Context: an optimization exercise on an open-source flow, tuned for small area, a short achievable clock period and few clock cycles per item. The choices shown serve that exercise and are no tape-out recipe. RTL that was checked went through simulation tests only; none was proved equivalent to the original.

==> module affine_stream_top, before the edit <==
module affine_stream_top (
  input  logic                                aclk,
  input  logic                                aresetn,
  input  logic [4*16-1:0]   s_tdata,
  input  logic                                s_tvalid,
  output logic                                s_tready,
  input  logic                                s_tlast,
  output logic [3*16-1:0]    m_tdata,
  output logic                                m_tvalid,
  input  logic                                m_tready,
  output logic                                m_tlast
);
  localparam int LW = 16;
  localparam int BW = 4 * 16;
  logic            advance;    
  logic            accept;
  logic            vec_take;
  logic [3*BW-1:0] coef;
  assign advance  = ~m_tvalid | m_tready;
  assign s_tready = advance;
  assign accept   = s_tvalid & advance;
  frame_loader u_loader (
    .aclk     (aclk),
    .aresetn  (aresetn),
    .s_tdata  (s_tdata),
    .s_tlast  (s_tlast),
    .accept   (accept),
    .vec_take (vec_take),
    .coef     (coef)
  );
  logic [63:0] bv;
  logic [95:0] bdig;
  always_comb begin
    for (int c = 0; c < 4; c++) begin
      for (int k = 0; k < 8; k++) begin
        logic b2, b1, b0;
        b2 = bv[c*16 + 2*k + 1];
        b1 = bv[c*16 + 2*k];
        if (k == 0) b0 = 1'b0;
        else        b0 = bv[c*16 + 2*k - 1];
        bdig[c*8+k]      = b1 ^ b0;                                  
        bdig[32+c*8+k]   = (b2 & ~b1 & ~b0) | (~b2 & b1 & b0);       
        bdig[64+c*8+k]   = b2;                                       
      end
    end
  end
  logic v1_valid, v1_last;
  logic v2_valid, v2_last;
  always_ff @(posedge aclk or negedge aresetn) begin
    if (!aresetn) begin
      v1_valid <= 1'b0;
      v1_last <= 1'b0;
      v2_valid <= 1'b0;
      v2_last <= 1'b0;
      m_tvalid <= 1'b0;
      m_tlast <= 1'b0;
    end else if (advance) begin
      v1_valid <= vec_take;
      v1_last <= vec_take & s_tlast;
      v2_valid <= v1_valid;
      v2_last <= v1_last;
      m_tvalid <= v2_valid;
      m_tlast <= v2_last;
    end
  end
  logic [95:0] dig;
  assign bv = s_tdata;
  always_ff @(posedge aclk) begin
    if (advance) dig <= bdig;
  end
  genvar r;
  generate
    for (r = 0; r < 3; r++) begin : g_row
      logic [LW-1:0] s_d, c_d;
      affine_row u_row (
        .aclk (aclk),
        .en   (advance),
        .one  (dig[31:0]),
        .two  (dig[63:32]),
        .neg  (dig[95:64]),
        .cf   (coef[r*BW +: BW]),
        .s    (s_d),
        .c    (c_d)
      );
      always_ff @(posedge aclk) begin
        if (advance) m_tdata[r*LW +: LW] <= s_d + c_d;
      end
    end
  endgenerate
endmodule
clock: 6.3 ns
lec_check: 0
abc_area: 1
cap_margin: 20
core_margin: 2
core_utilization: 50
setup_slack_margin: 2.5
slew_margin: 20
standard.sh (not shown) runs the stock make flow with config.mk's settings and CLKGATE_MAP_FILE= SYNTH_SCRIPT=/design/flow/synth_recipe.tcl, a recipe that flattens the netlist after the stock synthesis.
==> flow/flow/run.sh <==
#!/bin/bash
# The standard layout, with one change to synthesis: Yosys's synth skips
# its quick ABC pass (-noabc) that comes before full adders are extracted, so
# the carry-save trees map onto full-adder cells without inverters between
# them. The final ABC mapping and every later step are the standard flow's own.
# The registers keep the standard synthesis's names and cell types: that
# synthesis runs first, and flow/regnames.py copies its register names over
# (they differ only in Yosys's enable-polarity suffix). If the registers do
# not match, the flow falls back to the standard layout.
set -euo pipefail
W=$(pwd)
R=$W/orfs/results/$FLOW_PLATFORM/affine_stream_top/base

# the standard synthesis, the reference for register names and cell types
bash standard.sh synth > std_synth.log 2>&1
cp "$R/1_2_yosys.v" std_1_2_yosys.v
rm -rf orfs

# this flow's synthesis
sed '1s/-noshare /-noshare -noabc /' synth_recipe.tcl > synth_noabc.tcl
grep -q -- '-nofsm -noshare -noabc' synth_noabc.tcl
sed "s#${W}/synth_recipe.tcl#${W}/synth_noabc.tcl#g" standard.sh > standard_noabc.sh
grep -q synth_noabc.tcl standard_noabc.sh
bash standard_noabc.sh "$R/1_2_yosys.v" > noabc_synth.log 2>&1

if python3 flow/regnames.py std_1_2_yosys.v "$R/1_2_yosys.v" > regnames.log 2>&1; then
  bash standard_noabc.sh > make_flow.log 2>&1
else
  rm -rf orfs
  bash standard.sh > make_flow.log 2>&1
fi
Other scripts of this flow, unchanged in this note and not shown: flow/flow/regnames.py
Testbench counts at the start, summed over its fixed seeds: cycles 3,993, items 3,393.
Edit:
--- a/flow/design.v
+++ b/flow/design.v
@@ -917,11 +917,12 @@
   localparam int BW = 4 * 16;
   logic            advance;    
   logic            accept;
   logic            vec_take;
   logic [3*BW-1:0] coef;
-  assign advance  = ~m_tvalid | m_tready;
+  logic            run;
+  assign advance  = run;
   assign s_tready = advance;
   assign accept   = s_tvalid & advance;
   frame_loader u_loader (
     .aclk     (aclk),
     .aresetn  (aresetn),
@@ -953,26 +954,23 @@
     if (!aresetn) begin
       v1_valid <= 1'b0;
       v1_last <= 1'b0;
       v2_valid <= 1'b0;
       v2_last <= 1'b0;
-      m_tvalid <= 1'b0;
-      m_tlast <= 1'b0;
     end else if (advance) begin
       v1_valid <= vec_take;
       v1_last <= vec_take & s_tlast;
       v2_valid <= v1_valid;
       v2_last <= v1_last;
-      m_tvalid <= v2_valid;
-      m_tlast <= v2_last;
     end
   end
   logic [95:0] dig;
   assign bv = s_tdata;
   always_ff @(posedge aclk) begin
     if (advance) dig <= bdig;
   end
+  logic [3*LW-1:0] res;    
   genvar r;
   generate
     for (r = 0; r < 3; r++) begin : g_row
       logic [LW-1:0] s_d, c_d;
       affine_row u_row (
@@ -983,11 +981,38 @@
         .neg  (dig[95:64]),
         .cf   (coef[r*BW +: BW]),
         .s    (s_d),
         .c    (c_d)
       );
-      always_ff @(posedge aclk) begin
-        if (advance) m_tdata[r*LW +: LW] <= s_d + c_d;
-      end
+      assign res[r*LW +: LW] = s_d + c_d;
     end
   endgenerate
+  logic [3*LW-1:0] o1_data;
+  logic                    o1_valid, o1_last;
+  logic                    arrive;       
+  logic                    take;         
+  logic                    o1_valid_d;
+  assign arrive     = advance & v2_valid;
+  assign take       = ~m_tvalid | m_tready;
+  assign o1_valid_d = take ? (o1_valid & arrive) : (o1_valid | arrive);
+  always_ff @(posedge aclk or negedge aresetn) begin
+    if (!aresetn) begin
+      m_tvalid <= 1'b0;
+      m_tlast  <= 1'b0;
+      o1_valid <= 1'b0;
+      o1_last  <= 1'b0;
+      run      <= 1'b1;
+    end else begin
+      if (take) begin
+        m_tvalid <= o1_valid | arrive;
+        m_tlast  <= o1_valid ? o1_last : v2_last;
+      end
+      if (arrive) o1_last <= v2_last;
+      o1_valid <= o1_valid_d;
+      run      <= ~o1_valid_d;    
+    end
+  end
+  always_ff @(posedge aclk) begin
+    if (take)   m_tdata <= o1_valid ? o1_data : res;
+    if (arrive) o1_data <= res;
+  end
 endmodule
Outcome: The new run finished with timing, DRC and antenna clean; final cell count climbs by roughly a tenth; hold slack improved by 41 ps; die area goes up by a few percent.
For the second run of this note, only the layout was checked, not whether the RTL still works.

==> separate check: timing with driven ports <==
Ports are ideal in the flow. The routed layouts listed here were re-timed in OpenROAD.
Step 1, drivers: a clkbuf_16 drives aclk and a buf_2 each remaining input, both assumed.
Step 2 also shifts input and output timing later by t, the mid clock arrival at the registers, as if the neighbouring blocks saw the same clock.
Three values: ideal ports, drivers, drivers and shift; two values: the first two.
run | t, ns | setup WS [ns] | worst register clock-pin slew, ns | worst slew at a driven data input, ns | cell pins on the clock port's net
the first run | 0.752 | 2.457 / 2.457 / 2.062 | 0.07 / 0.07 | 0.05 | 1
the second run | 0.750 | 2.386 / 2.386 / 2.386 | 0.07 / 0.07 | 0.06 | 1
After both steps setup and hold are still met in every run listed. The setup slack of the first run, which loses most, moves by 0.000 ns with the drivers and by -0.395 ns with both steps.
